Context: an optimization exercise on an open-source flow, tuned for a short achievable clock period and few clock cycles. The choices shown serve that exercise and are no tape-out recipe.
At most, simulation tests tie the RTL to the original design; equivalence was not proved.
Power figures rest on the tool's default switching activity, not on a simulated workload.

## dmac_top
module dmac_top (
   input  logic       HCLK,
   input  logic       HRESETn,
   input  logic       hsel,
   input  logic       hready,
   input  logic       hwrite,
   input  logic [1:0]    htrans,
   input  logic [31:0]      haddr,
   input  logic [31:0]      hwdata,
   output logic [31:0]      s_hrdata,
   output logic [1:0] s_hresp,
   output logic       hreadyout,
   input  logic [31:0]      hrdata,
   input  logic       hgrant,
   output logic       hbusreq,
   output logic [1:0]    m_htrans,
   output logic [31:0]      m_haddr,
   output logic       m_hwrite,
   output logic [2:0]    m_hburst,
   output logic [31:0]      m_hwdata,
   output logic       dmacintr
);
   logic rd_cfg_q, rd_src_q, rd_dst_q, rd_ctrl_q, rd_chcfg_q;
   logic wr_cfg_q, wr_src_q, wr_dst_q, wr_ctrl_q, wr_chcfg_q;
   logic bad_q;          
   logic hresp_q;
   logic hready_q;
   logic [31:0] hrdata_q;
   logic        glb_en;
   logic [31:0] src_base;
   logic [31:0] dst_base;
   logic [11:0] xfer_size;
   logic [2:0]  burst_code;
   logic        ch_en;
   logic        int_mask;
   logic        int_pend;
   logic        nz_q;       
   logic        run_q;      
   logic        intr_q;     
   logic        addr_valid;
   logic        a_cfg, a_src, a_dst, a_ctrl, a_chcfg, a_mapped;
   logic        rd_cfg_n, rd_src_n, rd_dst_n, rd_ctrl_n, rd_chcfg_n;
   logic        wr_cfg_n, wr_src_n, wr_dst_n, wr_ctrl_n, wr_chcfg_n;
   logic        bad_n;
   logic        we_cfg, we_src, we_dst, we_ctrl, we_chcfg;
   logic        glb_en_n;
   logic [31:0] src_n;
   logic [31:0] dst_n;
   logic [11:0] size_n;
   logic [2:0]  bc_n;
   logic        ch_en_n, int_mask_n, int_pend_n;
   logic        nz_n, run_q_n;
   assign nz_n    = (size_n[11:2] != '0);
   assign run_q_n = glb_en_n && ch_en_n;
   logic        size_dec;
   logic        done;
   assign addr_valid = hsel && hready && htrans[1];
   assign a_cfg    = (haddr[11:0] == 12'h030);
  ...
clock: 6.0 ns
lec_check: 0
abc_clock_period_in_ps: 1500
cap_margin: 20
core_margin: 2
core_utilization: 40
setup_slack_margin: 4.5
slew_margin: 20
run.sh (not shown) runs the stock make flow with config.mk's settings and CLKGATE_MAP_FILE= SYNTH_SCRIPT=/design/flow/synth_recipe.tcl, a recipe that flattens the netlist after the stock synthesis.
The baseline ran to the end with no violations.
Edit:
--- a/flow/design.v
+++ b/flow/design.v
@@ -71,13 +71,14 @@
    logic [31:0] src_n;
    logic [31:0] dst_n;
    logic [11:0] size_n;
    logic [2:0]  bc_n;
    logic        ch_en_n, int_mask_n, int_pend_n;
    logic        nz_n, run_q_n;
-   assign nz_n    = (size_n[11:2] != '0);
+   assign nz_n    = we_ctrl  ? (hwdata[11:2] != '0) :
+                    size_dec ? (xfer_size[11:2] != 10'd1) : nz_q;
    assign run_q_n = glb_en_n && ch_en_n;
    logic        size_dec;
    logic        done;
    assign addr_valid = hsel && hready && htrans[1];
    assign a_cfg    = (haddr[11:0] == 12'h030);
    assign a_src    = (haddr[11:0] == 12'h100);
@@ -288,13 +289,13 @@
          more_q  <= 1'b0;
          dp_q    <= 1'b0;
          dpw_q   <= 1'b0;
          dpl_q   <= 1'b0;
       end else begin
          busy_q <= go || (busy_q && !(hready && dpl_q));
-         hbr_q  <= (go || (busy_q && !(hready && dpl_q))) || (run_q_n && nz_n);
+         hbr_q  <= (go || (busy_q && !(hready && dpl_q))) || (run_q_n && nz_q);
          wgnt_q <= go || (wgnt_q && !(hready && hgrant));
          nlen_q  <= flen;
          ncode_q <= fcode;
          nl1_q   <= (flen == 5'd1);
          nl2_q   <= (flen == 5'd2);
          more_q  <= (nrem != '0);
What happened:
- The new run passed the timing, DRC and antenna checks
- wire length goes up by 4.1%
- final area goes up by about 0.9%
- combinational power goes up by about 130%
- worst setup slack is better by 0.12 ns
- power goes up by about 8%
- critical path depth goes down by 7
- die area goes up by 1.1%
- clock skew goes up by 0.025 ns
- global-route usage goes up by 0.56 points
- via count goes up by about 3.4%
- utilization goes down by 0.27 points
- sequential share of layout area goes down by 0.43 points
- clock-buffer cell count goes down by 2
Testbench counts after the change, summed over its fixed seeds: cycles 22,325.
Only the layout flow was run in the first run of this note; the RTL was not checked for function there.

==> what the ideal ports hide <==
In the flow no input, the clock included, has a driving cell. The finished layouts below were timed again as built, in two steps.
Step 1 (the two cells are an assumption about what drives the block):
set clk [get_ports {HCLK}]
set_driving_cell -lib_cell sky130_fd_sc_hd__clkbuf_16 $clk
set_driving_cell -lib_cell sky130_fd_sc_hd__buf_2 [delete_from_list [all_inputs] $clk]
Step 2 also shifts input and output timing later by t, the mid clock arrival at the registers, as if the neighbouring blocks saw the same clock.
a / b / c = no drivers / after step 1 / after step 2; a / b = the first two.
run	t, ns	slack for setup (ns)	hold slack, ns
the first run	0.728	3.371 / 3.328 / 2.600	0.440 / 0.440 / 0.440
the second run	0.727	3.490 / 3.420 / 3.076	0.414 / 0.462 / 0.462
After both steps setup and hold are still met in every run listed. For the first run, which loses most, drivers alone change the setup slack by -0.043 ns; drivers and shift together by -0.771 ns.
